This design comes from an exercise in tuning for small area on the open sky130 flow, not from production work. Function was checked by simulation only, so behaviour that the tests miss may differ from the original. The clock cells of runs 4 to 7 come from the design's own scripts or RTL, not from TritonCTS. No driver is modelled on the clock port, so clock power and skew are understated where the tree is cut down; a real chip needs a root buffer or a tree. No activity file was given, so power comes from the tool's default toggle rates.

==> design.v <==
`default_nettype none
module serial_link_top (
  input  wire logic       clk,
  input  wire logic       rst_n,
  input  wire logic       rxd,
  input  wire logic [7:0] sw,
  output logic            txd,
  output logic [7:0]      led
);
  localparam int S_SYNC  = 0,
                 S_HDR   = 1,    
                 S_DATA  = 2,
                 S_CRC   = 3,    
                 S_XWAIT = 4,
                 S_XFER  = 5,
                 T_HDR   = 6,
                 T_DATA  = 7,
                 T_CRC   = 8;    
  logic [2047:0] ring;
  logic [127:0]  stg;
  logic [7:0]    pos;
  logic          clr;
  logic [8:0]    state;
  logic [8:0]    nxt;
  logic [7:0]    cmd;
  logic [7:0]    addr;
  logic [4:0]    len;
  logic [3:0]    k;
  logic          wp;
  logic [15:0]   crc;
  logic [6:0]    m;
  logic [7:0]    sh;
  logic          txq;
  wire [7:0] ring_tap = ring[7:0];
  wire [7:0] st_tap   = stg[7:0];
  wire [3:0] bi    = m[6:3];
  wire [2:0] cc    = m[2:0];
  wire       idle  = m[6:2] == 5'd0;
  wire       stopb = m[6] & m[3];                     
  wire       smp   = &cc && |bi && !stopb;            
  wire       bend  = m[6] & m[4] & m[1];              
  wire       rxb   = stopb && cc == 3'd0;             
  wire       txm   = |state[T_CRC:T_HDR];
  wire       rx_ok = |state[S_CRC:S_SYNC] || (state[T_CRC] && k[1]);
  wire       is_wr = cmd == 8'h01;
  wire       is_rd = cmd == 8'h02;
  wire [3:0] slot  = addr[3:0] + k;
  wire       hit   = pos[3:0] == slot;
  wire [4:0] k1    = {1'b0, k} + 5'd1;
  wire       last  = k1 == len;
  wire       xact  = (state[S_XWAIT] && hit && pos[7:4] == addr[7:4]) || state[S_XFER];
  wire       len_ok = sh[7:5] == 3'd0 && sh[4:0] != 5'd0 && (!sh[4] || sh[3:0] == 4'd0);
  wire       st_rx = state[S_DATA] && wp && hit;
  wire       tx_go = idle && (state[T_HDR] || (state[T_CRC] && !k[1]) || (state[T_DATA] && hit));
  wire       rx_go = idle && rx_ok && !rxd;
  wire        sync_tx = state[T_HDR] && k == 4'd1;    
  logic [7:0] tx_byte;
  always_comb begin
    if (state[T_HDR]) begin
        case (k[2:0])
          3'd2:    tx_byte = addr;
          3'd3:    tx_byte = {3'b000, len};
          3'd4:    tx_byte = {7'd0, !(is_wr || is_rd)};
          default: tx_byte = cmd;
        endcase
    end else if (state[T_DATA])
      tx_byte = st_tap;
    else
      tx_byte = crc[15:8];
  end
  logic [7:0] ring_ins;
  logic [7:0] st_ins;
  always_comb begin
    if (clr)
      ring_ins = 8'h00;
    else if (xact && is_wr && pos != 8'hFF)
      ring_ins = st_tap;
    else
      ring_ins = ring_tap;
    if (st_rx)
      st_ins = sh;
    else if (xact && is_rd)
      st_ins = (pos == 8'hFF) ? sw : ring_tap;
    else
      st_ins = st_tap;
  end
  always_ff @(posedge clk) begin
    ring <= {ring_ins, ring[2047:8]};
    stg  <= {st_ins, stg[127:8]};
  end
  always_ff @(posedge clk) begin
    if (!rst_n) begin
      pos <= 8'd0;
      clr <= 1'b1;
    end else begin
      pos <= pos + 8'd1;
      if (pos == 8'hFF) clr <= 1'b0;
    end
  end
  always_ff @(posedge clk) begin
    if (!rst_n)
      led <= 8'h00;
    else if (xact && is_wr && pos == 8'h00)
      led <= st_tap;
  end
  always_ff @(posedge clk) begin
    if (!rst_n)
      m <= 7'd0;
    else if (rx_go || tx_go)
      m <= 7'd4;
    else if (!idle)
      m <= bend ? 7'd0 : m + 7'd1;
  end
  always_ff @(posedge clk) begin
    if (tx_go)
      sh <= tx_byte;
    else if (smp)
      sh <= {txm ? sh[0] : rxd, sh[7:1]};
  end
  always_ff @(posedge clk) begin
    if (!rst_n)
      txq <= 1'b1;
    else if (tx_go)
      txq <= 1'b0;
    else if (txm && cc == 3'd3 && |bi)
      txq <= stopb | (sync_tx ? bi[0] : sh[0]);    
  end
  assign txd = txq;
  wire crc_init = state[S_SYNC] || state[S_XWAIT] || state[S_XFER] || sync_tx;
  wire crc_fb   = crc[15] ^ sh[~cc];
  always_ff @(posedge clk) begin
    if (crc_init)
      crc <= 16'hFFFF;
    else if (stopb)
      crc <= {crc[14:0], 1'b0} ^ (crc_fb ? 16'h1021 : 16'h0000);
  end
  wire hdr_end = state[S_HDR] && bend;
  wire go_sync = state[S_SYNC] && bend && sh == 8'hAA;
  wire go_len  = hdr_end && k[1];
  wire go_data = state[S_DATA] && st_rx && last;
  wire crc_b   = state[S_CRC] && rxb;
  wire go_ok   = state[S_CRC] && bend && k[1];
  wire go_xfer = xact && last;
  wire go_hdr  = state[T_HDR] && tx_go && k == 4'd4;
  wire go_tdat = state[T_DATA] && tx_go && last;
  wire go_end  = state[T_CRC] && k[1] && idle;
  wire crc_ok  = crc == 16'h0000;
  always_comb begin
    nxt = state;
    nxt[S_SYNC]  = (state[S_SYNC] && !go_sync) || (go_len && !len_ok) ||
                   (go_ok && !crc_ok) || go_end;
    nxt[S_HDR]   = go_sync || (state[S_HDR] && !go_len);
    nxt[S_DATA]  = (go_len && len_ok && is_wr) || (state[S_DATA] && !go_data);
    nxt[S_CRC]   = (go_len && len_ok && !is_wr) || go_data || (state[S_CRC] && !go_ok);
    nxt[S_XWAIT] = (go_ok && crc_ok) || (state[S_XWAIT] && !xact);
    nxt[S_XFER]  = (xact && !last) || (state[S_XFER] && !xact);
    nxt[T_HDR]   = go_xfer || (state[T_HDR] && !go_hdr);
    nxt[T_DATA]  = (go_hdr && is_rd) || (state[T_DATA] && !go_tdat);
    nxt[T_CRC]   = (go_hdr && !is_rd) || go_tdat || (state[T_CRC] && !go_end);
  end
  always_ff @(posedge clk) begin
    if (!rst_n) begin
      state <= 9'd1;
      wp    <= 1'b0;
    end else begin
      state <= nxt;
      if (state[S_DATA] && rxb) wp <= 1'b1;
      if (st_rx) wp <= 1'b0;
    end
  end
  always_ff @(posedge clk) begin
    if (hdr_end && k[1:0] == 2'd0) cmd <= sh;
    if (hdr_end && k[0]) addr <= sh;
    if (go_len) len <= sh[4:0];
    if (go_sync || go_len || go_data || go_ok || go_xfer || go_hdr || go_tdat)
      k <= 4'd0;
    else if (hdr_end || st_rx || crc_b || xact || tx_go)
      k <= k + 4'd1;
  end
endmodule
`default_nettype wire
==> flow/run.sh <==
#!/bin/bash
# The standard layout (standard.sh), with two changes:
# - clock tree synthesis adds no dummy loads, clusters up to 38 flip-flops on
#   each clkbuf_16 leaf buffer and builds the upper tree from small buffers;
# - the port buffers are buf_1 cells.
set -euo pipefail
export CTS_ARGS="-sink_clustering_enable -repair_clock_nets -dont_use_dummy_load -buf_list {sky130_fd_sc_hd__clkbuf_2 sky130_fd_sc_hd__clkbuf_4} -sink_clustering_buffer sky130_fd_sc_hd__buf_4 -sink_clustering_size 14 -sink_clustering_max_diameter 40"
export BUFFER_PORTS_ARGS="-buffer_cell sky130_fd_sc_hd__buf_1"
bash standard.sh > standard.log 2>&1
==> standard.sh <==
#!/bin/bash
# synth_recipe.tcl (not shown) runs the flow's synth.tcl, then flattens the netlist and writes it again
# the make line also repeats each setting of config.mk as NAME=value (left out here)
make -C /OpenROAD-flow-scripts/flow DESIGN_CONFIG=/design/flow/config.mk WORK_HOME=/design/flow/orfs CLKGATE_MAP_FILE= SYNTH_SCRIPT=/design/flow/synth_recipe.tcl "${@:-finish}"
==> config.mk <==
export PLATFORM = sky130hd
export DESIGN_NAME = serial_link_top
export DESIGN_NICKNAME = serial_link_top
export VERILOG_FILES = /design/flow/design.v
export SDC_FILE = /design/flow/constraint.sdc
export NUM_CORES = 4
export LEC_CHECK = 0
export CAP_MARGIN = 20
export CORE_MARGIN = 2
export CORE_UTILIZATION = 60
export SLEW_MARGIN = 20
==> constraint.sdc <==
create_clock -name core_clock -period 10.0 [get_ports {clk}]
set_input_delay 2.0000 -clock core_clock [delete_from_list [all_inputs] [get_ports {clk}]]
set_output_delay 2.0000 -clock core_clock [all_outputs]
set_load 0.01 [all_outputs]
==> results of run 1 <==
-- per-layer routing --
metal	GRT usage, %	up-vias
met1	20.95	8209
li1	-	8793
met3	4.010	146
met2	18.74	308
met4	6.269	2
met5	0	-
-- through the flow --
step | util (%) | total power [uW] | cell area [um2] | hold WS, ns
detailed placement | 61.91 | 9245 | 49630 | 0.3121
global placement | 61.91 | 9245 | 49630 | 0.3097
floorplan | - | 9237 | 48350 | 0.3096
CTS | 63.71 | 12530 | 51070 | 0.2392
finish | 63.73 | 12360 | 51080 | 0.2456
global route | 63.72 | 12870 | 51080 | 0.2281
-- cell families after synthesis --
logic type               after synthesis
AO/OA/AOI/OAI                        117
XOR/XNOR                              31
adder cells (fa/ha/maj)               15
buffers and inverters                 45
flip-flops                          2260
multiplexers                          31
AND/OR/NAND/NOR                      199
-- state kept, by name (all words and copies together), names as in the netlist, named ones only --
signal	count
addr	8
stg	128
state	8
wp	1
k	4
txq	1
sh	8
pos	8
led	8
len	5
m	7
crc	16
ring	2048
cmd	8
clr	1
-- cell type report --
cell class	count	area, um2	share of cell area, %
antenna	5	12.51	0.02449
clock buffer	192	1441	2.822
inverter	14	52.55	0.1029
multi-input combinational	393	2629	5.146
sequential	2260	45530	89.14
tap	1060	1326	2.596
timing repair buffer	21	86.33	0.1690
-- cells in the mapped netlist, types with 4 or more instances --
cell	number	area, um2
mux2i_1	22	220.2
nor3_1	9	45.04
buf_2	5	25.02
dfxtp_1	2231	44660
nor2b_1	10	62.56
xnor2_1	17	148.9
mux2_2	4	45.04
ha_1	14	175.2
xor2_1	11	96.34
a22oi_1	8	60.06
clkbuf_1	23	86.33
nor4_1	9	56.30
nor2_1	25	93.84
o2bb2ai_1	7	61.31
and2_1	9	56.30
a211oi_1	7	52.55
and3_1	6	37.54
nand3_1	30	150.1
inv_1	14	52.55
o21ai_0	30	150.1
a21oi_1	33	165.2
nand2_1	70	262.8
edfxtp_1	29	870.8
nand4_1	10	62.56
-- final timing paths --
| check | start | endpoint | slack (ns) |
|---|---|---|---|
| hold reg to reg | ring[1001] | ring[993] | 0.25 |
| setup / recovery | txq | txd | 6.49 |
| hold / removal | ring[1001] | ring[993] | 0.25 |
| setup reg to reg | k[1] | sh[1] | 6.53 |
-- power by group through the flow --
stage / clock [uW] / sequential, uW / combinational [uW]
after floorplan: 0 / 9220 / 15.6
after global placement: 0 / 9220 / 20.7
after detailed placement: 0 / 9220 / 21.2
after CTS: 3490 / 9020 / 21.3
after global routing: 3830 / 9020 / 23.6
final: 3320 / 9020 / 21.2
-- cells in the final DEF, fill, tap and decap left out, types with 4 or more instances in the layout --
master	count
a211oi_1	7
a21oi_1	33
a22oi_1	8
and2_1	9
and3_1	6
buf_1	19
buf_4	177
clkbuf_4	17
dfxtp_1	2231
diode_2	5
edfxtp_1	29
ha_1	14
inv_1	14
mux2_2	4
mux2i_1	22
nand2_1	70
nand3_1	30
nand4_1	10
nor2_1	25
nor2b_1	10
nor3_1	9
nor4_1	9
o21ai_0	30
o2bb2ai_1	7
xnor2_1	17
xor2_1	11
==> run notes, run 1 <==
- Vias per cell: 4.425
- Core Area: 80,160 um2
- CP bufs+invs: 1
- Crit path max fanout: 2
- Predominant post-synthesis flop cell: dfxtp_1
- Max incr delay on CP: 0.35 ns
- Crit share post-route: 35.11%
- Sequential power share: 73.0%
- Switch share: 19.22%
- DP HPWL: 29,880 um
- Syn Std Cell Area: 48,350 um2
- Clock tree buffer depth: 3
- Final Hold Vio Count: 0
- P_sw: 2375 uW
- CTS Buf Count: 192
- Hold_buf cts: 0
- Maximum vdd drop: 0.1454 mV
- Initial antenna violation count: 3
- CP delay by family, top: flip-flops
- Post-synth ARST share: 0%
- Syn Area/Cell: 17.92 um2
- Worst Skew: 0.1068 ns
- 1st-iter DRT viols: 745
- Worst path slowest cell: dfxtp_1
- Worst path depth: 1
- Post-place setup slack: 6.547 ns
- First-pass iteration count of the detailed router: 5
- Chip height: 287.9 um
- Area share of xor/xnor cells in the synthesized design: 0.6314%
- Mapped Nets: 2,724
- I/O pins: 20
- Die area: 82,870 um2
- Slew Limit Fails: 0
- Crit. End Element: primary output
- Tightest Hold Check Type: flop to flop
- Clock Power Share: 26.9%
- R2R depth: 7
- CTS tree: done
- Worst-Skew Late Latency: 1.01 ns
- Lkg Pwr: 0.02016 uW
- Top Layer Used: met5
- Crit-path cells: buf_1
- DP Cell Count: 3,748
- Post-layout minimum cycle time: 3.511 ns
- Flops & latches, synth: 2,260
- Post-synth EDFFs: 29
- Main combinational cell family by area after synthesis: simple AND/OR/NAND/NOR gates
- Met2 WL: 21,930 um
- H-Tree Depth: 4
- DRC viols: 0
- CP Class: flop to primary output
- Routed Antenna Nets: 0
- CTS root buf: clkbuf_4
- Worst slew pin tran: 0.8524 ns
- Met3 WL post-DR: 3012 um
- Wl on met1: 29,600 um
- Total of fill cells in the finished design: 5,759
- Worst EP required: 8.00 ns
- Worst Hold Depth: 0
- Share of cells above drive strength 1: 7.361%
- CTS sink cnt: 2,260
- WL/cell: 14.23 um
- Vias in the first global route: 18,040
- Die width: 287.9 um
- Global-route wire length before repair: 92,470 um
- CP Launch Type: flop
- Syn. warnings: 1
- Maxcap violations: 0
- Yosys cell types: 63
- Total Routed Length: 56,150 um
- Fmax achieved: 284.8 MHz
- Vias: 17,460
- Power Density: 241.9 nW/um2
- Grt total ovfl: 0
- Final Setup Violations: 0
- Cts repair resizes: 0
- Simple-Gate Fraction of Synth Area: 2.122%
- Syn Inst Count: 2,698
- Seq/Total Area, Yosys: 94.17%
- Total GRT Usage: 13.96%
- Status: finished clean
- Max-slew headroom: 42.99%
- Num rows: 104
- WP data arrival: 1.51 ns
- Initial core utilization: 60.32%
- Pint: 9983 uW
- Clock transition at path regs: 0.11 ns
- Post-synthesis adder-cell area fraction: 0.4037%
- Post-route setup TNS: 0 ns
- Compound-Gate Fraction of Synth Area: 1.568%
- Gate power share: 0.2%
- Unrepaired setup endpoints after global routing: false
- Layout area overhead: 5.644%
- Layout net count: 2,908
- Multiplexer share of the synthesized area: 0.7116%
- Count of input and output buffers: 19
- RePlAce Congestion: 0.8326
- Fin cells: 3,945
- Setup Fix Bufs, Post-CTS: 0
- Worst setup margin: 6.489 ns
- Largest net degree at the start of global routing: 41
==> run 2, diff against run 1 <==
==> flow/run.sh (replaced) <==
#!/bin/bash
# The standard layout (standard.sh), with two changes:
# - clock tree synthesis adds no dummy loads, drives clusters of up to 14
#   flip-flops from buf_4 leaf buffers and builds the upper tree from small
#   clock buffers;
# - the port buffers are buf_1 cells.
set -euo pipefail
export CTS_ARGS="-sink_clustering_enable -repair_clock_nets -dont_use_dummy_load -buf_list {sky130_fd_sc_hd__clkbuf_2 sky130_fd_sc_hd__clkbuf_4} -sink_clustering_buffer sky130_fd_sc_hd__buf_4 -sink_clustering_size 14 -sink_clustering_max_diameter 40"
export BUFFER_PORTS_ARGS="-buffer_cell sky130_fd_sc_hd__buf_1"
bash standard.sh > standard.log 2>&1
==> run notes, run 2 <==
- CP Class: flop to primary output
- Unrepaired setup endpoints after global routing: false
- Post-route setup TNS: 0 ns
- Worst R2R Setup Slack: 6.53 ns
- Clock transition at path regs: 0.11 ns
- Yosys cell types: 63
- CP Capture Point: txd
- Worst-Skew Late Latency: 1.01 ns
- Top cells by count, synth: 2,231 x dfxtp_1, 70 x nand2_1, 33 x a21oi_1
- Total Routed Length: 56,150 um
- Final Hold Vio Count: 0
- Syn Inst Count: 2,698
- Tightest Hold Check Type: flop to flop
- Syn. warnings: 1
- Num rows: 104
- Most common cell in the synthesized netlist: dfxtp_1
- Slew Limit Fails: 0
- WP data arrival: 1.51 ns
- Share of the synthesized area in the top cell type: 92.37%
- Maximum vdd drop: 0.1454 mV
- Predominant post-synthesis flop cell: dfxtp_1
- Worst Skew: 0.1068 ns
- Simple-Gate Fraction of Synth Area: 2.122%
- Crit path from: txq
- Worst EP required: 8.00 ns
- Die width: 287.9 um
- Final Setup Violations: 0
- I/O pins: 20
- Total of fill cells in the finished design: 5,759
- Gate power share: 0.2%
- Power Density: 241.9 nW/um2
- Area share of xor/xnor cells in the synthesized design: 0.6314%
- Max incr delay on CP: 0.35 ns
- Count of input and output buffers: 19
- Critical R2R Launch: k[1]
- Maxcap violations: 0
- Seq/Total Area, Yosys: 94.17%
- DRC viols: 0
- Switch share: 19.22%
- Setup Fix Bufs, Post-CTS: 0
- Post-layout minimum cycle time: 3.511 ns
- CTS sink cnt: 2,260
- R2R depth: 7
- RePlAce Congestion: 0.8326
- Chip height: 287.9 um
- Crit-path cells: buf_1
- Status: finished clean
- Total GRT Usage: 13.96%
- Largest net degree at the start of global routing: 41
- Sequential power share: 73.0%
- Core Area: 80,160 um2
- CTS Buf Count: 192
- Layout area overhead: 5.644%
- Post-synthesis adder-cell area fraction: 0.4037%
- Pint: 9983 uW
- Multiplexer share of the synthesized area: 0.7116%
- Most frequent cells in the layout: 2,231 x dfxtp_1, 177 x buf_4, 70 x nand2_1
- P_sw: 2375 uW
- Cts repair resizes: 0
- 1st-iter DRT viols: 745
- Clock tree buffer depth: 3
- Multi-input gate area: 2629 um2
- WL/cell: 14.23 um
- Worst path slowest cell: dfxtp_1
- Fmax achieved: 284.8 MHz
- Post-synth ARST share: 0%
- First-pass iteration count of the detailed router: 5
- Clock Power Share: 26.9%
- CP Launch Type: flop
- Max FFs per register: 2,048
- FF-to-FF End: sh[1]
- Grt total ovfl: 0
- Largest regs: ring x2048, stg x128, crc x16
- Compound-Gate Fraction of Synth Area: 1.568%
- Fin cells: 3,945
- Worst Hold Depth: 0
- Largest area contributor in the netlist: dfxtp_1
- Layout net count: 2,908
- DP Cell Count: 3,748
- Post-synth EDFFs: 29
- Share of cells above drive strength 1: 7.361%
- Vias in the first global route: 18,040
- DP HPWL: 29,880 um
- Crit share post-route: 35.11%
- Hold_buf cts: 0
- Main combinational cell family by area after synthesis: simple AND/OR/NAND/NOR gates
- CP bufs+invs: 1
- Mapped Nets: 2,724
- Crit path max fanout: 2
- Syn Area/Cell: 17.92 um2
- Crit. End Element: primary output
- Lkg Pwr: 0.02016 uW
- Vias per cell: 4.425
- FF+latch area: 45,530 um2
- CTS root buf: clkbuf_4
- Syn Std Cell Area: 48,350 um2
- Initial antenna violation count: 3
- Synth top area cells: dfxtp_1 92%, edfxtp_1 1.8%, nand2_1 0.54%
- CTS tree: done
- Worst slew pin tran: 0.8524 ns
- Vias: 17,460
- Initial core utilization: 60.32%
- Global-route wire length before repair: 92,470 um
- CP delay by family, top: flip-flops
- H-Tree Depth: 4
- Most common cell after layout, fill and taps aside: dfxtp_1
- Die area: 82,870 um2
- Max-slew headroom: 42.99%
- Worst path depth: 1
- Routed Antenna Nets: 0
- Flops & latches, synth: 2,260
- Reg with most FFs: ring
==> run 2: worst min-delay path by stage <==
stage	from	endpoint	slack (ns)
2_1_floorplan	ring[8]	ring[0]	0.31
3_3_place_gp	ring[33]	ring[25]	0.31
3_5_place_dp	ring[1104]	ring[1096]	0.31
4_1_cts	ring[1985]	ring[1977]	0.24
5_1_grt	ring[1905]	ring[1897]	0.23
6_report	ring[1001]	ring[993]	0.25
==> run 2: logic make-up after synthesis <==
group / after synthesis
DFF: 2260
and+or+nand+nor: 199
AOI/OAI and AO/OA: 117
buffers and inverters: 45
xor gates and xnor gates: 31
muxes: 31
adders and majority gates: 15
==> run 2: through the flow <==
| step | power (uW) | hold WS [ns] | setup WS (ns) | util, % | instance area [um2] |
|---|---|---|---|---|---|
| 3_5_place_dp | 9245 | 0.3121 | 6.547 | 61.91 | 49630 |
| 5_1_grt | 12870 | 0.2281 | 6.335 | 63.72 | 51080 |
| 4_1_cts | 12530 | 0.2392 | 6.358 | 63.71 | 51070 |
| 2_1_floorplan | 9237 | 0.3096 | 7.190 | - | 48350 |
| 3_3_place_gp | 9245 | 0.3097 | 6.648 | 61.91 | 49630 |
| 6_report | 12360 | 0.2456 | 6.489 | 63.73 | 51080 |
==> run 2: layout make-up <==
| cell class | count | share of cell area [%] |
|---|---|---|
| flip-flops and latches | 2260 | 89.14 |
| multi-input cells | 393 | 5.146 |
| clock buffers | 192 | 2.822 |
| well taps | 1060 | 2.596 |
| repair buffers | 21 | 0.1690 |
| inverters | 14 | 0.1029 |
| diodes | 5 | 0.02449 |
==> run 2: metal layers <==
metal	global-route usage (%)	vias up	part of all wire (%)	routed length [um]
li1	-	8793	-	-
met1	20.95	8209	53	29600
met2	18.74	308	39	21930
met3	4.010	146	5.4	3012
met4	6.269	2	2.8	1587
met5	0	-	0.023	13
==> run 2: power groups by stage <==
stage / Combinational, uW / Clock (uW) / Sequential, uW
floorplan: 15.6 / 0 / 9220
global placement: 20.7 / 0 / 9220
detailed placement: 21.2 / 0 / 9220
CTS: 21.3 / 3490 / 9020
global route: 23.6 / 3830 / 9020
finish: 21.2 / 3320 / 9020
==> run 3, diff against run 2 <==
--- a/design.v
+++ b/design.v
@@ -71,16 +71,18 @@
   logic [7:0] ring_ins;
   logic [7:0] st_ins;
   always_comb begin
-    if (clr)
+    if (pos == 8'hFF)
+      ring_ins = sw;        
+    else if (clr)
       ring_ins = 8'h00;
-    else if (xact && is_wr && pos != 8'hFF)
+    else if (xact && is_wr)
       ring_ins = st_tap;
     else
       ring_ins = ring_tap;
     if (st_rx)
       st_ins = sh;
     else if (xact && is_rd)
-      st_ins = (pos == 8'hFF) ? sw : ring_tap;
+      st_ins = ring_tap;
     else
       st_ins = st_tap;
   end
==> run notes, run 3 <==
- Most common cell after layout, fill and taps aside: dfxtp_1
- Cts repair resizes: 0
- Final Hold Vio Count: 0
- Fmax achieved: 280.9 MHz
- H-Tree Depth: 4
- Worst Hold Depth: 0
- Met3 WL post-DR: 2807 um
- I/O pins: 20
- Predominant post-synthesis flop cell: dfxtp_1
- Largest net degree at the start of global routing: 30
- Met2 WL: 22,440 um
- First-pass iteration count of the detailed router: 5
- Unrepaired setup endpoints after global routing: false
- Crit share post-route: 35.61%
- Largest area contributor in the netlist: dfxtp_1
- Initial core utilization: 60.23%
- Max FFs per register: 2,048
- Setup Fix Bufs, Post-CTS: 0
- Share of cells above drive strength 1: 7.432%
- Syn Area/Cell: 17.84 um2
- Layout area overhead: 5.753%
- Seq/Total Area, Yosys: 94.32%
- Worst R2R Setup Slack: 6.54 ns
- Post-route cell area: 51,060 um2
- Maxcap violations: 0
- Synth top area cells: dfxtp_1 93%, edfxtp_1 1.8%, nand2_1 0.56%
- Total Routed Length: 57,830 um
- Power Density: 242.2 nW/um2
- Lkg Pwr: 0.02006 uW
- CTS root buf: clkbuf_4
- Global-route wire length before repair: 95,770 um
- Crit path max fanout: 2
- Most common cell in the synthesized netlist: dfxtp_1
- Tightest Hold Check Type: flop to flop
- Wl on met1: 30,930 um
- Top Layer Used: met4
- Syn Inst Count: 2,706
- Worst slew pin tran: 1.068 ns
- Maximum vdd drop: 0.1491 mV
- 1st-iter DRT viols: 708
- Layout net count: 2,921
- Mapped Nets: 2,732
- Reg with most FFs: ring
- Crit. End Element: primary output
- Total of fill cells in the finished design: 5,781
- Syn. warnings: 1
- Worst EP required: 8.00 ns
- Clock transition at path regs: 0.12 ns
- Vias per cell: 4.409
- Largest regs: ring x2048, stg x128, crc x16
- Status: finished clean
- CTS tree: done
- CTS sink cnt: 2,260
- Count of input and output buffers: 19
- Final Setup Violations: 0
- Total GRT Usage: 14.59%
- Worst path depth: 1
- Post-synth ARST share: 0%
- RePlAce Congestion: 0.8479
- WP data arrival: 1.56 ns
- Share of the synthesized area in the top cell type: 92.51%
- Flops & latches, synth: 2,260
- CP bufs+invs: 1
- Die area: 82,750 um2
- Hold_buf cts: 0
- WL/cell: 14.61 um
- Num rows: 104
- Vias: 17,450
- CP Launch Type: flop
- Chip height: 287.7 um
- Final hold slack: 0.2131 ns
- CP Class: flop to primary output
- Top cells by count, synth: 2,231 x dfxtp_1, 72 x nand2_1, 41 x nand3_1
- Routed Antenna Nets: 0
- Max-slew headroom: 28.57%
- Clock tree buffer depth: 3
- Vias in the first global route: 18,260
- Crit-path cells: buf_1
- Post-layout minimum cycle time: 3.561 ns
- CP delay by family, top: flip-flops
- Most frequent cells in the layout: 2,231 x dfxtp_1, 181 x buf_4, 72 x nand2_1
- Yosys cell types: 61
- Worst path slowest cell: dfxtp_1
- DRC viols: 0
- Worst Skew: 0.1359 ns
- CTS Buf Count: 194
- DP HPWL: 31,070 um
- Total design power: 12,370 uW
- Die width: 287.7 um
- Grt total ovfl: 0
- R2R depth: 8
- DP Area: 49,590 um2
- Max incr delay on CP: 0.38 ns
- Slew Limit Fails: 0
- Core Area: 80,160 um2
- Post-synth EDFFs: 29
- Syn Std Cell Area: 48,280 um2
- Post-route setup TNS: 0 ns
- Initial antenna violation count: 2
- Worst-Skew Late Latency: 1.03 ns
## run 3: logic make-up after synthesis
kind of cell / count (synthesis) / synth area share (%)
xor gates and xnor gates: 29 / 0.5417
DFF: 2260 / 94.32
AOI/OAI and AO/OA: 109 / 1.428
muxes: 24 / 0.5727
buffers and inverters: 42 / 0.3524
and+or+nand+nor: 227 / 2.384
adders and majority gates: 15 / 0.4043
## run 3: final timing paths
check	from	to
min reg2reg	ring[1404]	ring[1396]
max	led[6]	led[6]
min	ring[1404]	ring[1396]
max reg2reg	k[1]	k[3]
## run 3: final cells by class
class	count	area [um2]	area share, %
well taps	1060	1326	2.598
flip-flops and latches	2260	45530	89.19
inverters	12	45.04	0.08822
diodes	5	12.51	0.02451
repair buffers	23	101.3	0.1985
multi-input cells	404	2580	5.053
clock buffers	194	1456	2.853
## run 3: where the power goes
part	switching, uW	internal, uW	leakage (uW)	total [uW]
registers	3.78	9010	0.0182	9020
clock network	2360	973	0.000929	3330
logic	12.1	6.48	0.000899	18.6
## run 3: stage by stage
stage	setup slack [ns]	util, %	instances
global route	6.261	63.69	3958
detailed placement	6.578	61.86	3759
finish	6.439	63.69	3958
floorplan	7.139	-	2706
CTS	6.297	63.68	3953
global placement	6.609	61.86	3759
## run 3: per-layer routing
layer / vias to the layer above / track usage (%)
met5: - / 0
met4: 0 / 6.166
met2: 316 / 19.61
met3: 139 / 4.033
met1: 8161 / 22.16
li1: 8835 / -
## run 3: worst register-to-register path, delay by kind of cell (launching register included)
kind,cells,cell delay [ns]
xor+xnor,2,0.31
fa+ha+maj,1,0.44
buf+inv,1,0.23
flops,1,0.57
compound gates,2,0.72
simple gates,2,1.00
==> run 4, diff against run 3 <==
==> flow/run.sh (replaced) <==
#!/bin/bash
set -euo pipefail
export CTS_ARGS="-sink_clustering_enable -repair_clock_nets -dont_use_dummy_load -buf_list {sky130_fd_sc_hd__clkbuf_8 sky130_fd_sc_hd__clkbuf_16} -sink_clustering_buffer sky130_fd_sc_hd__buf_4 -sink_clustering_size 14 -sink_clustering_max_diameter 40"
export BUFFER_PORTS_ARGS="-buffer_cell sky130_fd_sc_hd__buf_1"
export POST_CTS_TCL="$PWD/flow/post_cts.tcl"
bash standard.sh > standard.log 2>&1
==> flow/post_cts.tcl (new file) <==
# Turn every leaf clock buffer (buf_4) into an inverter (inv_4), which drives
# the same load from less area, and put one more inverter between the clock
# port and the root of the tree, so every flip-flop still sees the clock with
# its own polarity.
set block [ord::get_db_block]
set db [ord::get_db]
set inv [$db findMaster sky130_fd_sc_hd__inv_4]
set n 0
foreach inst [$block getInsts] {
  if {[[$inst getMaster] getName] ne "sky130_fd_sc_hd__buf_4"} { continue }
  if {![string match "clkbuf_leaf_*" [$inst getName]]} { continue }
  set nin [[$inst findITerm A] getNet]
  set nout [[$inst findITerm X] getNet]
  set loc [$inst getLocation]
  set name [$inst getName]
  odb::dbInst_destroy $inst
  set ni [odb::dbInst_create $block $inv $name]
  $ni setLocation [lindex $loc 0] [lindex $loc 1]
  $ni setPlacementStatus PLACED
  [$ni findITerm A] connect $nin
  [$ni findITerm Y] connect $nout
  incr n
}
puts "post_cts: $n leaf buffers turned into inverters"

# root inverter: clk port -> clkinv -> old root buffer
set clknet [$block findNet clk]
set root ""
foreach it [$clknet getITerms] {
  if {[$it isInputSignal] || [[$it getMTerm] getIoType] eq "INPUT"} { set root [$it getInst] }
}
if {$root eq ""} { error "post_cts: no root buffer on clk" }
set rnet [odb::dbNet_create $block clk_root_n]
$rnet setSigType CLOCK
set rin [$root findITerm A]
$rin disconnect
$rin connect $rnet
set ri [odb::dbInst_create $block [$db findMaster sky130_fd_sc_hd__clkinv_4] clkinv_root]
set loc [$root getLocation]
$ri setLocation [lindex $loc 0] [lindex $loc 1]
$ri setPlacementStatus PLACED
[$ri findITerm A] connect $clknet
[$ri findITerm Y] connect $rnet
puts "post_cts: root inverter before [$root getName]"

detailed_placement
check_placement -verbose
estimate_parasitics -placement
repair_timing -hold
detailed_placement
check_placement -verbose
report_checks -path_delay min -format full_clock_expanded -group_path_count 1
==> run notes, run 4 <==
- Most frequent cells in the layout: 2,231 x dfxtp_1, 177 x inv_4, 72 x nand2_1
- Core Area: 80,160 um2
- Maximum vdd drop: 0.1744 mV
- Post-layout minimum cycle time: 3.443 ns
- Syn Area/Cell: 17.84 um2
- Yosys cell types: 61
- Power Density: 243.1 nW/um2
- Fin util: 63.78%
- DP HPWL: 31,070 um
- Unrepaired setup endpoints after global routing: false
- Sequential power share: 72.5%
- Post-synth ARST share: 0%
- Post-synthesis adder-cell area fraction: 0.4043%
- Die area: 82,750 um2
- Clock transition at path regs: 0.11 ns
- Syn Std Cell Area: 48,280 um2
- P_sw: 2797 uW
- Slew Limit Fails: 0
- Worst Skew: 0.07141 ns
- Syn Inst Count: 2,706
- Vias: 17,570
- Total Routed Length: 57,980 um
- Tightest Hold Check Type: flop to flop
- Multiplexer share of the synthesized area: 0.5728%
- I/O pins: 20
- First-pass iteration count of the detailed router: 5
- Post-route setup TNS: 0 ns
- DP Area: 49,590 um2
- WL/cell: 14.66 um
- Worst slew pin tran: 1.057 ns
- Syn. warnings: 1
- DRC viols: 0
- Reg with most FFs: ring
- RePlAce Congestion: 0.8479
- Grt total ovfl: 0
- Post-place setup slack: 6.578 ns
- Worst-Skew Late Latency: 0.65 ns
- Flops & latches, synth: 2,260
- Initial antenna violation count: 0
- Most common cell in the synthesized netlist: dfxtp_1
- Global-route wire length before repair: 96,300 um
- Antenna cells: 0
- Max FFs per register: 2,048
- Compound-Gate Fraction of Synth Area: 1.428%
- Simple-Gate Fraction of Synth Area: 2.384%
- Final Setup Violations: 0
- Share of cells above drive strength 1: 7.464%
- Share of the synthesized area in the top cell type: 92.51%
- R2R depth: 8
- Worst Hold Depth: 0
- Mapped Nets: 2,732
- Final Hold Vio Count: 0
- Crit path max fanout: 20
- Most common cell after layout, fill and taps aside: dfxtp_1
- Predominant post-synthesis flop cell: dfxtp_1
- CTS sink cnt: 2,260
- Largest area contributor in the netlist: dfxtp_1
- WP data arrival: 3.90 ns
- Switch share: 22.50%
- Count of input and output buffers: 19
- CP Class: flop to flop
- Synth top area cells: dfxtp_1 93%, edfxtp_1 1.8%, nand2_1 0.56%
- 1st-iter DRT viols: 712
- Maxcap violations: 0
- Total GRT Usage: 14.70%
- Post-route cell area: 51,130 um2
- Layout area overhead: 5.904%
- Largest net degree at the start of global routing: 30
- Vias per cell: 4.443
- Die width: 287.7 um
- Status: finished clean
- Main combinational cell family by area after synthesis: simple AND/OR/NAND/NOR gates
- Pint: 9634 uW
- Max-slew headroom: 29.27%
- Largest regs: ring x2048, stg x128, crc x16
- Top cells by count, synth: 2,231 x dfxtp_1, 72 x nand2_1, 41 x nand3_1
- Worst setup margin: 6.557 ns
- Fmax achieved: 290.5 MHz
- Area share of xor/xnor cells in the synthesized design: 0.5417%
- Layout net count: 2,922
- Crit. End Element: flop
- Clock Power Share: 27.3%
- Worst EP required: 10.46 ns
- Chip height: 287.7 um
- Total design power: 12,430 uW
- Initial core utilization: 60.23%
- Num rows: 104
- CP Launch Type: flop
- Crit share post-route: 34.43%
- Lkg Pwr: 0.02013 uW
- Vias in the first global route: 18,250
- Routed Antenna Nets: 0
- Post-synth EDFFs: 29
- Gate power share: 0.2%
- Seq/Total Area, Yosys: 94.32%
## run 4: cell types whose count changed in the layout (fill, tap and decap cells not counted), sizes merged
cell / delta
buf: -177
inv: +177
diode: -5
clkinv: +1
## run 4: area by class of cell, clock buffers not listed
| class | count | area (um2) |
|---|---|---|
| multi-input combinational | 404 | 2580 |
| sequential | 2260 | 45530 |
| tap | 1060 | 1326 |
| inverter | 190 | 1161 |
| fill | 5805 | 29030 |
| timing repair buffer | 23 | 101.3 |
## run 4: worst max-delay path: stages, from the launching register on
cell and delay, ns:
dfxtp_1 0.57, inv_1 0.23, fa_1 0.44, xor2_1 0.18, xnor2_1 0.13, nor3_2 0.34
nand4_1 0.66, a21oi_1 0.62, nor3_1 0.12
## run 4: metrics by stage
step | hold slack (ns) | instances
detailed placement | 0.3121 | 3759
finish | 0.2810 | 3954
floorplan | 0.3096 | 2706
global placement | 0.3099 | 3759
global route | 0.2727 | 3954
## run 4: cell families after synthesis
family | count (synthesis)
and+or+nand+nor | 227
adders and majority gates | 15
DFF | 2260
buffers and inverters | 42
muxes | 24
xor gates and xnor gates | 29
AOI/OAI and AO/OA | 109
## run 4: final timing paths
path         slack [ns]  startpoint       end
min                0.28    stg[125]  stg[117]
min reg2reg        0.28    stg[125]  stg[117]
max reg2reg        6.56        k[1]      k[1]
max                6.56        k[1]      k[1]
## run 4: per-layer routing
| metal | track usage, % | vias to the layer above | wire length, um |
|---|---|---|---|
| met4 | 6.075 | 0 | 1523 |
| li1 | - | 8910 | - |
| met1 | 22.24 | 8185 | 30730 |
| met3 | 4.184 | 129 | 2985 |
| met2 | 19.83 | 343 | 22740 |
| met5 | 0 | - | 0 |
## run 4: power by group through the flow
stage / clock network (uW) / logic [uW] / registers (uW)
global placement: 0 / 18.6 / 9220
detailed placement: 0 / 18.5 / 9220
finish: 3400 / 18.7 / 9020
global route: 3920 / 20.5 / 9020
floorplan: 0 / 12.3 / 9220
==> run 5, diff against run 4 <==
==> flow/run.sh (replaced) <==
#!/bin/bash
set -euo pipefail
export CTS_ARGS="-sink_clustering_enable -repair_clock_nets -dont_use_dummy_load -buf_list {sky130_fd_sc_hd__clkbuf_4 sky130_fd_sc_hd__clkbuf_8} -sink_clustering_buffer sky130_fd_sc_hd__buf_4 -sink_clustering_size 14 -sink_clustering_max_diameter 40"
export BUFFER_PORTS_ARGS="-buffer_cell sky130_fd_sc_hd__buf_1"
export POST_CTS_TCL="$PWD/flow/post_cts.tcl"
bash standard.sh > standard.log 2>&1
==> run notes, run 5 <==
- Count of input and output buffers: 19
- Tightest Hold Check Type: flop to flop
- CP delay by family, top: simple AND/OR/NAND/NOR gates
- Post-route setup TNS: 0 ns
- Crit. End Element: flop
- Clock transition at path regs: 0.12 ns
- P_sw: 2772 uW
- Lkg Pwr: 0.02005 uW
- Die area: 82,750 um2
- Flops & latches, synth: 2,260
- Post-synthesis adder-cell area fraction: 0.4043%
- FF+latch area: 45,530 um2
- Post-synth ARST share: 0%
- Mapped Nets: 2,732
- Multi-input gate area: 2580 um2
- RePlAce Congestion: 0.8479
- Seq/Total Area, Yosys: 94.32%
- Synth top area cells: dfxtp_1 93%, edfxtp_1 1.8%, nand2_1 0.56%
- Power Density: 240.5 nW/um2
- Post-synth EDFFs: 29
- Predominant post-synthesis flop cell: dfxtp_1
- Clock Power Share: 26.2%
- Fin cells: 3,954
- Chip height: 287.7 um
- Yosys cell types: 61
- First-pass iteration count of the detailed router: 5
- Antenna cells: 0
- Initial antenna violation count: 0
- DP Cell Count: 3,759
- I/O pins: 20
- Global-route wire length before repair: 95,970 um
- WP data arrival: 4.02 ns
- Initial core utilization: 60.23%
- Final Setup Violations: 0
- Most frequent cells in the layout: 2,231 x dfxtp_1, 177 x inv_4, 72 x nand2_1
- Vias: 17,580
- Compound-Gate Fraction of Synth Area: 1.428%
- Core Area: 80,160 um2
- Largest regs: ring x2048, stg x128, crc x16
- Largest net degree at the start of global routing: 30
- Max-slew headroom: 29.81%
- Syn Inst Count: 2,706
- DRC viols: 0
- Vias in the first global route: 18,260
- Num rows: 104
- Final Hold Vio Count: 0
- Gate power share: 0.2%
- Most common cell in the synthesized netlist: dfxtp_1
- Crit path max fanout: 20
- Unrepaired setup endpoints after global routing: false
- Worst Skew: 0.1065 ns
- Total GRT Usage: 14.63%
- Sequential power share: 73.6%
- Fmax achieved: 286.3 MHz
- Maximum vdd drop: 0.1341 mV
- Total design power: 12,250 uW
- Top cells by count, synth: 2,231 x dfxtp_1, 72 x nand2_1, 41 x nand3_1
- Simple-Gate Fraction of Synth Area: 2.384%
- Switch share: 22.63%
- Pint: 9479 uW
- Worst EP required: 10.52 ns
- Multiplexer share of the synthesized area: 0.5728%
- Max incr delay on CP: 0.67 ns
- Syn Std Cell Area: 48,280 um2
- Reg with most FFs: ring
- Maxcap violations: 0
- DP HPWL: 31,070 um
- Total Routed Length: 57,540 um
- CTS sink cnt: 2,260
- Total of fill cells in the finished design: 5,815
- Share of cells above drive strength 1: 7.464%
- Syn. warnings: 1
- Die width: 287.7 um
- Slew Limit Fails: 0
- Worst slew pin tran: 1.049 ns
- Syn Area/Cell: 17.84 um2
- Largest area contributor in the netlist: dfxtp_1
- WL/cell: 14.55 um
- Max FFs per register: 2,048
- Post-layout minimum cycle time: 3.493 ns
- Most common cell after layout, fill and taps aside: dfxtp_1
- Main combinational cell family by area after synthesis: simple AND/OR/NAND/NOR gates
- Status: finished clean
- Layout area overhead: 5.507%
- Share of the synthesized area in the top cell type: 92.51%
- Routed Antenna Nets: 0
- Crit share post-route: 34.93%
- Worst path slowest cell: nand4_1
- Layout net count: 2,922
- Grt total ovfl: 0
- Final hold slack: 0.2464 ns
- Vias per cell: 4.446
- CP bufs+invs: 1
- CP Launch Type: flop
- 1st-iter DRT viols: 733
- Worst-Skew Late Latency: 0.77 ns
- Area share of xor/xnor cells in the synthesized design: 0.5417%
- CP Class: flop to flop
- Crit-path cells: inv_1, fa_1, xor2_1, xnor2_1, nor3_2, nand4_1, a21oi_1, nor3_1
run 5: cell counts after synthesis:
Identical to the previous run, type by type.
run 5: kinds of logic after synthesis:
kind of cell / Yosys count
multiplexers: 24
adder cells (fa/ha/maj): 15
AO/OA/AOI/OAI: 109
AND/OR/NAND/NOR: 227
XOR/XNOR: 29
buffers and inverters: 42
flip-flops: 2260
run 5: metal layers:
metal,vias up,wire length [um],global-route usage (%)
li1,8908,-,-
met1,8210,30550,22.20
met2,322,22510,19.65
met3,138,2861,3.970
met4,0,1613,6.360
met5,-,0,0
run 5: layout make-up, clock buffers not listed:
type	instances	share of cell area, %
Multi-Input combinational cell	404	5.065
Sequential cell	2260	89.39
Timing Repair Buffer	23	0.1990
Inverter	190	2.280
Tap cell	1060	2.604
run 5: worst paths after layout:
path	from	to	slack, ns	cells past startpoint
setup / recovery	k[1]	k[2]	6.51	8
hold / removal	ring[1404]	ring[1396]	0.25	0
setup reg to reg	k[1]	k[2]	6.51	8
hold reg to reg	ring[1404]	ring[1396]	0.25	0
run 5: power by group through the flow:
stage | sequential (uW) | clock (uW) | combinational [uW]
global placement | 9220 | 0 | 18.6
floorplan | 9220 | 0 | 12.3
finish | 9020 | 3210 | 18.7
global route | 9030 | 3730 | 20.5
detailed placement | 9220 | 0 | 18.5
run 5: worst register-to-register path, stage by stage (launching register included):
cell and delay, ns:
dfxtp_1 0.57, inv_1 0.24, fa_1 0.44, xor2_1 0.18
xnor2_1 0.13, nor3_2 0.36, nand4_1 0.67, a21oi_1 0.64
nor3_1 0.12
run 5: per-stage QoR:
step           cell area (um2)  worst slack [ns]  utilization, %
2_1_floorplan            48280             7.139               -
3_3_place_gp             49590             6.609           61.86
3_5_place_dp             49590             6.578           61.86
5_1_grt                  50940             6.260           63.55
6_report                 50940             6.507           63.55
==> run 6, diff against run 5 <==
--- a/flow/run.sh
+++ b/flow/run.sh
@@ -1,4 +1,13 @@
 #!/bin/bash
+# The standard layout (standard.sh), with these changes:
+# - clock tree synthesis adds no dummy loads, drives clusters of up to 14
+#   flip-flops from buf_4 leaf buffers and builds the upper tree from small
+#   clock buffers;
+# - after clock tree synthesis, flow/post_cts.tcl turns each leaf buffer into
+#   an inverter and adds one inverter at the root, so the flip-flops still see
+#   the clock's own polarity;
+# - the port buffers are buf_1 cells.
+# Each tool's output is in orfs/logs; make's own output is in standard.log.
 set -euo pipefail
 export CTS_ARGS="-sink_clustering_enable -repair_clock_nets -dont_use_dummy_load -buf_list {sky130_fd_sc_hd__clkbuf_4 sky130_fd_sc_hd__clkbuf_8} -sink_clustering_buffer sky130_fd_sc_hd__buf_4 -sink_clustering_size 14 -sink_clustering_max_diameter 40"
 export BUFFER_PORTS_ARGS="-buffer_cell sky130_fd_sc_hd__buf_1"
--- a/config.mk
+++ b/config.mk
@@ -8,4 +8,6 @@
 export CAP_MARGIN = 20
 export CORE_MARGIN = 2
 export CORE_UTILIZATION = 60
+export GPL_ROUTABILITY_DRIVEN = 0
+export GPL_TIMING_DRIVEN = 0
 export SLEW_MARGIN = 20
==> run notes, run 6 <==
- I/O pins: 20
- Final Setup Violations: 0
- Syn Inst Count: 2,706
- CP Launch Type: flop
- Initial antenna violation count: 0
- Seq/Total Area, Yosys: 94.32%
- Crit path max fanout: 10
- Largest regs: ring x2048, stg x128, crc x16
- Max-slew headroom: 51.76%
- CP Class: flop to flop
- Fin util: 63.62%
- Maximum vdd drop: 0.1425 mV
- Worst-Skew Late Latency: 0.74 ns
- Lkg Pwr: 0.02005 uW
- Reg with most FFs: ring
- Maxcap violations: 0
- Most common cell in the synthesized netlist: dfxtp_1
- CP delay by family, top: buffers and inverters
- Multiplexer share of the synthesized area: 0.5728%
- Syn. warnings: 1
- Crit-path cells: clkbuf_1, inv_1, fa_1, xor2_1, xnor2_1, nor3_2, nand3_1, a21oi_1, buf_4, a31o_2
- Clock transition at path regs: 0.12 ns
- Core Area: 80,160 um2
- Fin cells: 3,975
- Main combinational cell family by area after synthesis: simple AND/OR/NAND/NOR gates
- Tightest Hold Check Type: flop to flop
- Post-synthesis adder-cell area fraction: 0.4043%
- Mapped Nets: 2,732
- Flops & latches, synth: 2,260
- DP Cell Count: 3,784
- FF+latch area: 45,530 um2
- Unrepaired setup endpoints after global routing: false
- Final Hold Vio Count: 0
- Post-synth EDFFs: 29
- Worst Skew: 0.09047 ns
- Grt total ovfl: 0
- Vias per cell: 4.499
- Predominant post-synthesis flop cell: dfxtp_1
- Share of cells above drive strength 1: 7.207%
- Syn Std Cell Area: 48,280 um2
- Most common cell after layout, fill and taps aside: dfxtp_1
- Worst setup margin: 6.520 ns
- Crit. End Element: flop
- Top cells by count, synth: 2,231 x dfxtp_1, 72 x nand2_1, 41 x nand3_1
- Syn Area/Cell: 17.84 um2
- CP bufs+invs: 3
- DP HPWL: 28,480 um
- WL/cell: 13.59 um
- Post-route setup TNS: 0 ns
- Largest net degree at the start of global routing: 17
- Simple-Gate Fraction of Synth Area: 2.384%
- Total of fill cells in the finished design: 5,809
- Initial core utilization: 60.23%
- Max FFs per register: 2,048
- Routed Antenna Nets: 0
- Total design power: 12,220 uW
- Worst slew pin tran: 0.7229 ns
- Most frequent cells in the layout: 2,231 x dfxtp_1, 172 x inv_4, 72 x nand2_1
- Post-place setup slack: 6.517 ns
- Area share of xor/xnor cells in the synthesized design: 0.5417%
- Vias in the first global route: 18,320
- CTS sink cnt: 2,260
- Max incr delay on CP: 0.44 ns
- Worst path slowest cell: fa_1
- First-pass iteration count of the detailed router: 5
- Layout area overhead: 5.637%
- WP data arrival: 3.84 ns
- Worst R2R Setup Slack: 6.52 ns
- Worst EP required: 10.36 ns
- Global-route wire length before repair: 92,340 um
- Power Density: 239.5 nW/um2
- Crit share post-route: 34.80%
- Die area: 82,750 um2
- 1st-iter DRT viols: 878
- Post-synth ARST share: 0%
- Compound-Gate Fraction of Synth Area: 1.428%
- Synth top area cells: dfxtp_1 93%, edfxtp_1 1.8%, nand2_1 0.56%
- Share of the synthesized area in the top cell type: 92.51%
- Num rows: 104
- Yosys cell types: 61
- Post-layout minimum cycle time: 3.480 ns
- Status: finished clean
- Count of input and output buffers: 18
- Chip height: 287.7 um
- Fmax achieved: 287.4 MHz
- Multi-input gate area: 2580 um2
- Total GRT Usage: 13.74%
- DRC viols: 0
- Vias: 17,880
- Die width: 287.7 um
- Largest area contributor in the netlist: dfxtp_1
- Slew Limit Fails: 0
- Total Routed Length: 54,020 um
- Layout net count: 2,942
[run 6: cell families after synthesis]
kind of cell,Yosys count
xor gates and xnor gates,29
muxes,24
DFF,2260
AOI/OAI and AO/OA,109
and+or+nand+nor,227
buffers and inverters,42
adders and majority gates,15
[run 6: layout make-up, clock buffers not listed]
class / count / share of cell area, %
Timing Repair Buffer: 18 / 0.1325
Antenna cell: 1 / 0.004907
Multi-Input combinational cell: 404 / 5.059
Buffer: 30 / 0.2453
Tap cell: 1060 / 2.601
Inverter: 185 / 2.215
Sequential cell: 2260 / 89.28
[run 6: per-stage QoR]
| stage | instance area, um2 | hold WS [ns] |
|---|---|---|
| 2_1_floorplan | 48280 | 0.3096 |
| 6_report | 51000 | 0.2687 |
| 3_5_place_dp | 49670 | 0.3121 |
| 3_3_place_gp | 49670 | 0.3108 |
| 5_1_grt | 51000 | 0.2671 |
[run 6: path summary, 6_finish.rpt]
kind                   start         end  depth (start not counted)
setup / recovery        k[1]       sh[3]                         10
hold / removal    ring[1267]  ring[1259]                          0
setup reg to reg        k[1]       sh[3]                         10
hold reg to reg   ring[1267]  ring[1259]                          0
[run 6: worst reg2reg max path: cells and delay by family, from the launching register on]
kind                     cells  cell delay (ns)
buffers and inverters        3             0.83
AO/OA/AOI/OAI                2             0.70
AND/OR/NAND/NOR              2             0.49
adder cells (fa/ha/maj)      1             0.44
flip-flops                   1             0.40
XOR/XNOR                     2             0.31
[run 6: routing by layer]
| metal | up-vias | track usage (%) | part of all wire, % |
|---|---|---|---|
| li1 | 8958 | - | - |
| met1 | 8381 | 20.70 | 52 |
| met2 | 372 | 18.43 | 39 |
| met3 | 171 | 3.590 | 5.1 |
| met4 | 0 | 6.645 | 3.1 |
| met5 | - | 0 | 0 |
[run 6: report_power, final]
group	total (uW)	leakage, uW	internal, uW	switching (uW)
clock	3180	0.000894	446	2730
sequential	9020	0.0182	9020	2.16
combinational	19.2	0.000927	6.56	12.6
total	12200	0.0201	9470	2750
==> run 7, diff against run 6 <==
--- a/config.mk
+++ b/config.mk
@@ -8,6 +8,4 @@
 export CAP_MARGIN = 20
 export CORE_MARGIN = 2
 export CORE_UTILIZATION = 60
-export GPL_ROUTABILITY_DRIVEN = 0
-export GPL_TIMING_DRIVEN = 0
 export SLEW_MARGIN = 20
==> run notes, run 7 <==
- Worst-Skew Late Latency: 0.77 ns
- Largest net degree at the start of global routing: 30
- Slew Limit Fails: 0
- Crit. End Element: flop
- Global-route wire length before repair: 95,970 um
- Fmax achieved: 286.3 MHz
- Max-slew headroom: 29.81%
- Core Area: 80,160 um2
- Post-synth EDFFs: 29
- Antenna cells: 0
- Routed Antenna Nets: 0
- Top cells by count, synth: 2,231 x dfxtp_1, 72 x nand2_1, 41 x nand3_1
- P_sw: 2772 uW
- Largest area contributor in the netlist: dfxtp_1
- Reg with most FFs: ring
- First-pass iteration count of the detailed router: 5
- Syn Std Cell Area: 48,280 um2
- Most common cell after layout, fill and taps aside: dfxtp_1
- Vias per cell: 4.446
- Worst slew pin tran: 1.049 ns
- Crit path max fanout: 20
- Largest regs: ring x2048, stg x128, crc x16
- Worst EP required: 10.52 ns
- RePlAce Congestion: 0.8479
- DP Cell Count: 3,759
- Crit share post-route: 34.93%
- Gate power share: 0.2%
- Clock Power Share: 26.2%
- Syn Area/Cell: 17.84 um2
- WL/cell: 14.55 um
- Yosys cell types: 61
- Layout area overhead: 5.507%
- DP HPWL: 31,070 um
- Post-route setup TNS: 0 ns
- Share of the synthesized area in the top cell type: 92.51%
- 1st-iter DRT viols: 733
- Post-layout minimum cycle time: 3.493 ns
- Final Setup Violations: 0
- FF-to-FF End: k[2]
- Post-synth ARST share: 0%
- Seq/Total Area, Yosys: 94.32%
- I/O pins: 20
- Num rows: 104
- WHS Endpoint: ring[1396]
- Vias in the first global route: 18,260
- Flops & latches, synth: 2,260
- Total of fill cells in the finished design: 5,815
- Die width: 287.7 um
- Most common cell in the synthesized netlist: dfxtp_1
- Met3 WL post-DR: 2861 um
- CP Launch Type: flop
- Layout net count: 2,922
- Wl on met1: 30,550 um
- Syn Inst Count: 2,706
- CP Class: flop to flop
- Maximum vdd drop: 0.1341 mV
- Unrepaired setup endpoints after global routing: false
- Count of input and output buffers: 19
- Share of cells above drive strength 1: 7.464%
- Worst R2R Setup Slack: 6.51 ns
- Initial antenna violation count: 0
- WP data arrival: 4.02 ns
- HP Start: ring[1404]
- Tightest Hold Check Type: flop to flop
- Predominant post-synthesis flop cell: dfxtp_1
- Lkg Pwr: 0.02005 uW
- Vias: 17,580
- CTS sink cnt: 2,260
- Max FFs per register: 2,048
- Post-route cell area: 50,940 um2
- Total design power: 12,250 uW
- Clock transition at path regs: 0.12 ns
- DRC viols: 0
- Crit path from: k[1]
- R2R depth: 8
- Sequential power share: 73.6%
- Most frequent cells in the layout: 2,231 x dfxtp_1, 177 x inv_4, 72 x nand2_1
- Worst Hold Depth: 0
- Chip height: 287.7 um
- Critical R2R Launch: k[1]
- Syn. warnings: 1
- Mapped Nets: 2,732
- Maxcap violations: 0
- Fin cells: 3,954
- Grt total ovfl: 0
- Worst Skew: 0.1065 ns
- Top Layer Used: met4
- Final Hold Vio Count: 0
- Die area: 82,750 um2
- Switch share: 22.63%
- DP Area: 49,590 um2
- Initial core utilization: 60.23%
- Fin util: 63.55%
- Synth top area cells: dfxtp_1 93%, edfxtp_1 1.8%, nand2_1 0.56%
- Status: finished clean
- Pint: 9479 uW
- Met2 WL: 22,510 um
- Total Routed Length: 57,540 um
- Total GRT Usage: 14.63%
- Power Density: 240.5 nW/um2
-- run 7: metrics by stage --
step / worst slack (ns) / hold WS (ns)
after floorplan: 7.139 / 0.3096
after global placement: 6.609 / 0.3099
after detailed placement: 6.578 / 0.3121
after global routing: 6.260 / 0.2407
final: 6.507 / 0.2464
-- run 7: logic make-up (layout without fill, tap and decap cells) --
| logic type | after synthesis | in the layout | share of synthesized area [%] |
|---|---|---|---|
| AOI/OAI and AO/OA | 109 | 109 | 1.428 |
| xor gates and xnor gates | 29 | 29 | 0.5417 |
| adders and majority gates | 15 | 15 | 0.4043 |
| buffers and inverters | 42 | 230 | 0.3524 |
| DFF | 2260 | 2260 | 94.32 |
| muxes | 24 | 24 | 0.5727 |
| and+or+nand+nor | 227 | 227 | 2.384 |
-- run 7: layout make-up, clock buffers not listed --
cell class                      instances  area, um2  area share [%]
Sequential cell                      2260      45530           89.39
Multi-Input combinational cell        404       2580           5.065
Tap cell                             1060       1326           2.604
Inverter                              190       1161           2.280
Timing Repair Buffer                   23      101.3          0.1990
-- run 7: power by group through the flow --
stage	logic (uW)	clock network (uW)	registers (uW)
2_1_floorplan	12.3	0	9220
3_3_place_gp	18.6	0	9220
3_5_place_dp	18.5	0	9220
5_1_grt	20.5	3730	9030
6_report	18.7	3210	9020
-- run 7: worst max-delay path by stage --
stage / endpoint / slack [ns] / depth (start not counted)
2_1_floorplan: sh[3] / 7.14 / 10
3_3_place_gp: k[0] / 6.61 / 8
3_5_place_dp: k[0] / 6.58 / 8
5_1_grt: k[2] / 6.26 / 8
6_report: k[2] / 6.51 / 8
-- run 7: critical path: stages (launching register included) --
cell and delay [ns]:
dfxtp_1 0.57, inv_1 0.23, fa_1 0.44, xor2_1 0.18, xnor2_1 0.13, nor3_2 0.36, nand4_1 0.67, a21oi_1 0.64
nor3_1 0.12
-- run 7: per-layer routing --
metal	vias to the layer above	GRT usage, %
met3	138	3.970
met5	-	0
met1	8210	22.20
li1	8908	-
met2	322	19.65
met4	0	6.360
==> run 8, diff against run 7 <==
--- a/flow/run.sh
+++ b/flow/run.sh
@@ -9,7 +9,7 @@
 # - the port buffers are buf_1 cells.
 # Each tool's output is in orfs/logs; make's own output is in standard.log.
 set -euo pipefail
-export CTS_ARGS="-sink_clustering_enable -repair_clock_nets -dont_use_dummy_load -buf_list {sky130_fd_sc_hd__clkbuf_4 sky130_fd_sc_hd__clkbuf_8} -sink_clustering_buffer sky130_fd_sc_hd__buf_4 -sink_clustering_size 14 -sink_clustering_max_diameter 40"
+export CTS_ARGS="-sink_clustering_enable -repair_clock_nets -dont_use_dummy_load -buf_list {sky130_fd_sc_hd__clkbuf_4 sky130_fd_sc_hd__clkbuf_8} -sink_clustering_buffer sky130_fd_sc_hd__buf_6 -sink_clustering_size 20 -sink_clustering_max_diameter 50"
 export BUFFER_PORTS_ARGS="-buffer_cell sky130_fd_sc_hd__buf_1"
 export POST_CTS_TCL="$PWD/flow/post_cts.tcl"
 bash standard.sh > standard.log 2>&1
--- a/flow/post_cts.tcl
+++ b/flow/post_cts.tcl
@@ -4,10 +4,12 @@
 # its own polarity.
 set block [ord::get_db_block]
 set db [ord::get_db]
-set inv [$db findMaster sky130_fd_sc_hd__inv_4]
+array set to_inv {sky130_fd_sc_hd__buf_4 sky130_fd_sc_hd__inv_4 sky130_fd_sc_hd__buf_6 sky130_fd_sc_hd__inv_6 sky130_fd_sc_hd__buf_8 sky130_fd_sc_hd__inv_8}
 set n 0
 foreach inst [$block getInsts] {
-  if {[[$inst getMaster] getName] ne "sky130_fd_sc_hd__buf_4"} { continue }
+  set mname [[$inst getMaster] getName]
+  if {![info exists to_inv($mname)]} { continue }
+  set inv [$db findMaster $to_inv($mname)]
   if {![string match "clkbuf_leaf_*" [$inst getName]]} { continue }
   set nin [[$inst findITerm A] getNet]
   set nout [[$inst findITerm X] getNet]
@@ -46,6 +48,48 @@
 detailed_placement
 check_placement -verbose
 estimate_parasitics -placement
+
+# Size each leaf inverter to the smallest one that keeps the slew at its
+# flip-flop clock pins under the target.
+set target 0.118
+set sizes {sky130_fd_sc_hd__inv_2 sky130_fd_sc_hd__inv_4 sky130_fd_sc_hd__inv_6 sky130_fd_sc_hd__inv_8 sky130_fd_sc_hd__inv_12}
+proc leaf_slew {netname} {
+  set w 0.0
+  foreach p [get_pins -of_objects [get_nets $netname]] {
+    foreach e {rise fall} {
+      set s [get_property $p slew_max_$e]
+      if {[string is double -strict $s] && $s > $w} { set w $s }
+    }
+  }
+  return $w
+}
+set hist {}
+foreach inst [$block getInsts] {
+  if {![string match "clkbuf_leaf_*" [$inst getName]]} { continue }
+  set name [$inst getName]
+  set net [[[$inst findITerm Y] getNet] getName]
+  set chosen ""
+  foreach sz $sizes {
+    replace_cell $name $sz
+    if {[leaf_slew $net] <= $target} { set chosen $sz; break }
+  }
+  if {$chosen eq ""} { set chosen [lindex $sizes end] }
+  lappend hist $chosen
+}
+foreach sz $sizes { puts "post_cts: [llength [lsearch -all $hist $sz]] leaves of $sz" }
+# the tree's slews changed with the leaf input loads: check every leaf again
+foreach inst [$block getInsts] {
+  if {![string match "clkbuf_leaf_*" [$inst getName]]} { continue }
+  set name [$inst getName]
+  set net [[[$inst findITerm Y] getNet] getName]
+  while {[leaf_slew $net] > $target} {
+    set cur [[$inst getMaster] getName]
+    set i [lsearch $sizes $cur]
+    if {$i < 0 || $i == [llength $sizes] - 1} { break }
+    replace_cell $name [lindex $sizes [expr {$i + 1}]]
+    set inst [$block findInst $name]
+  }
+}
 repair_timing -hold
 detailed_placement
 check_placement -verbose
==> run notes, run 8 <==
- Die width: 287.7 um
- Multiplexer share of the synthesized area: 0.5728%
- Flops & latches, synth: 2,260
- Simple-Gate Fraction of Synth Area: 2.384%
- DP HPWL: 31,070 um
- CTS sink cnt: 2,260
- Post-synth ARST share: 0%
- Predominant post-synthesis flop cell: dfxtp_1
- I/O pins: 20
- Seq/Total Area, Yosys: 94.32%
- Mapped Nets: 2,732
- Exit stage: clock tree synthesis
- Syn Std Cell Area: 48,280 um2
- Num rows: 104
- Share of the synthesized area in the top cell type: 92.51%
- Post-synthesis adder-cell area fraction: 0.4043%
- Yosys cell types: 61
- Error Message: [ERROR EST-0104] inconsistent parasitics state
- Chip height: 287.7 um
- Main combinational cell family by area after synthesis: simple AND/OR/NAND/NOR gates
- Most common cell in the synthesized netlist: dfxtp_1
- Compound-Gate Fraction of Synth Area: 1.428%
- Area share of xor/xnor cells in the synthesized design: 0.5417%
- Syn Inst Count: 2,706
- Synth top area cells: dfxtp_1 93%, edfxtp_1 1.8%, nand2_1 0.56%
- RePlAce Congestion: 0.8479
- Count of input and output buffers: 19
- Syn Area/Cell: 17.84 um2
- Top cells by count, synth: 2,231 x dfxtp_1, 72 x nand2_1, 41 x nand3_1
- Syn. warnings: 1
- Post-synth EDFFs: 29
- Initial core utilization: 60.23%
- Largest area contributor in the netlist: dfxtp_1
- Status: did not finish
==> run 8: cell counts after synthesis <==
No cell type changed its count.
==> run 8: kinds of logic after synthesis <==
family	count (synthesis)
mux	24
simple gates	227
buf+inv	42
fa+ha+maj	15
flops	2260
compound gates	109
xor+xnor	29
==> run 8: stage by stage <==
stage | std cells | utilization (%) | instance area [um2] | setup slack (ns)
detailed placement | 3759 | 61.86 | 49590 | 6.578
global placement | 3759 | 61.86 | 49590 | 6.609
floorplan | 2706 | - | 48280 | 7.139
==> run 8: power groups by stage <==
| stage | Clock, uW | Combinational, uW | Sequential (uW) |
|---|---|---|---|
| after detailed placement | 0 | 18.5 | 9220 |
| after floorplan | 0 | 12.3 | 9220 |
| after global placement | 0 | 18.6 | 9220 |
==> run 8: how the worst min path moves through the flow <==
stage / startpoint / to / slack (ns) / cells past startpoint
after floorplan: ring[8] / ring[0] / 0.31 / 0
after global placement: stg[32] / stg[24] / 0.31 / 0
after detailed placement: ring[1027] / ring[1019] / 0.31 / 0

static timing again, ports no longer ideal:
The results above use ideal ports. As a check the final layouts listed here were re-extracted and re-timed, cells and wires unchanged.
Step 1 assumes that a clkbuf_16 drives the clock port and a buf_2 every other input.
Step 2 moves the port delays by t, midway between the first and last clock arrival at a register: inputs arrive t later, outputs are due t later. That takes back most of the time a late clock gives input paths.
Slacks: no drivers / after step 1 / after step 2; pairs: no drivers / after step 1.
| run | t (ns) | setup slack, ns | cell pins on the clock port's net |
|---|---|---|---|
| run 1 | 1.021 | 6.489 / 6.425 / 6.532 | 1 |
| run 2 | 1.021 | 6.489 / 6.425 / 6.532 | 1 |
| run 3 | 1.008 | 6.439 / 6.378 / 6.535 | 1 |
| run 4 | 0.699 | 6.557 / 6.557 / 6.557 | 1 |
| run 5 | 0.769 | 6.507 / 6.507 / 6.507 | 1 |
| run 6 | 0.764 | 6.520 / 6.520 / 6.520 | 1 |
| run 7 | 0.769 | 6.507 / 6.507 / 6.507 | 1 |
After both steps every run listed still meets setup and hold.
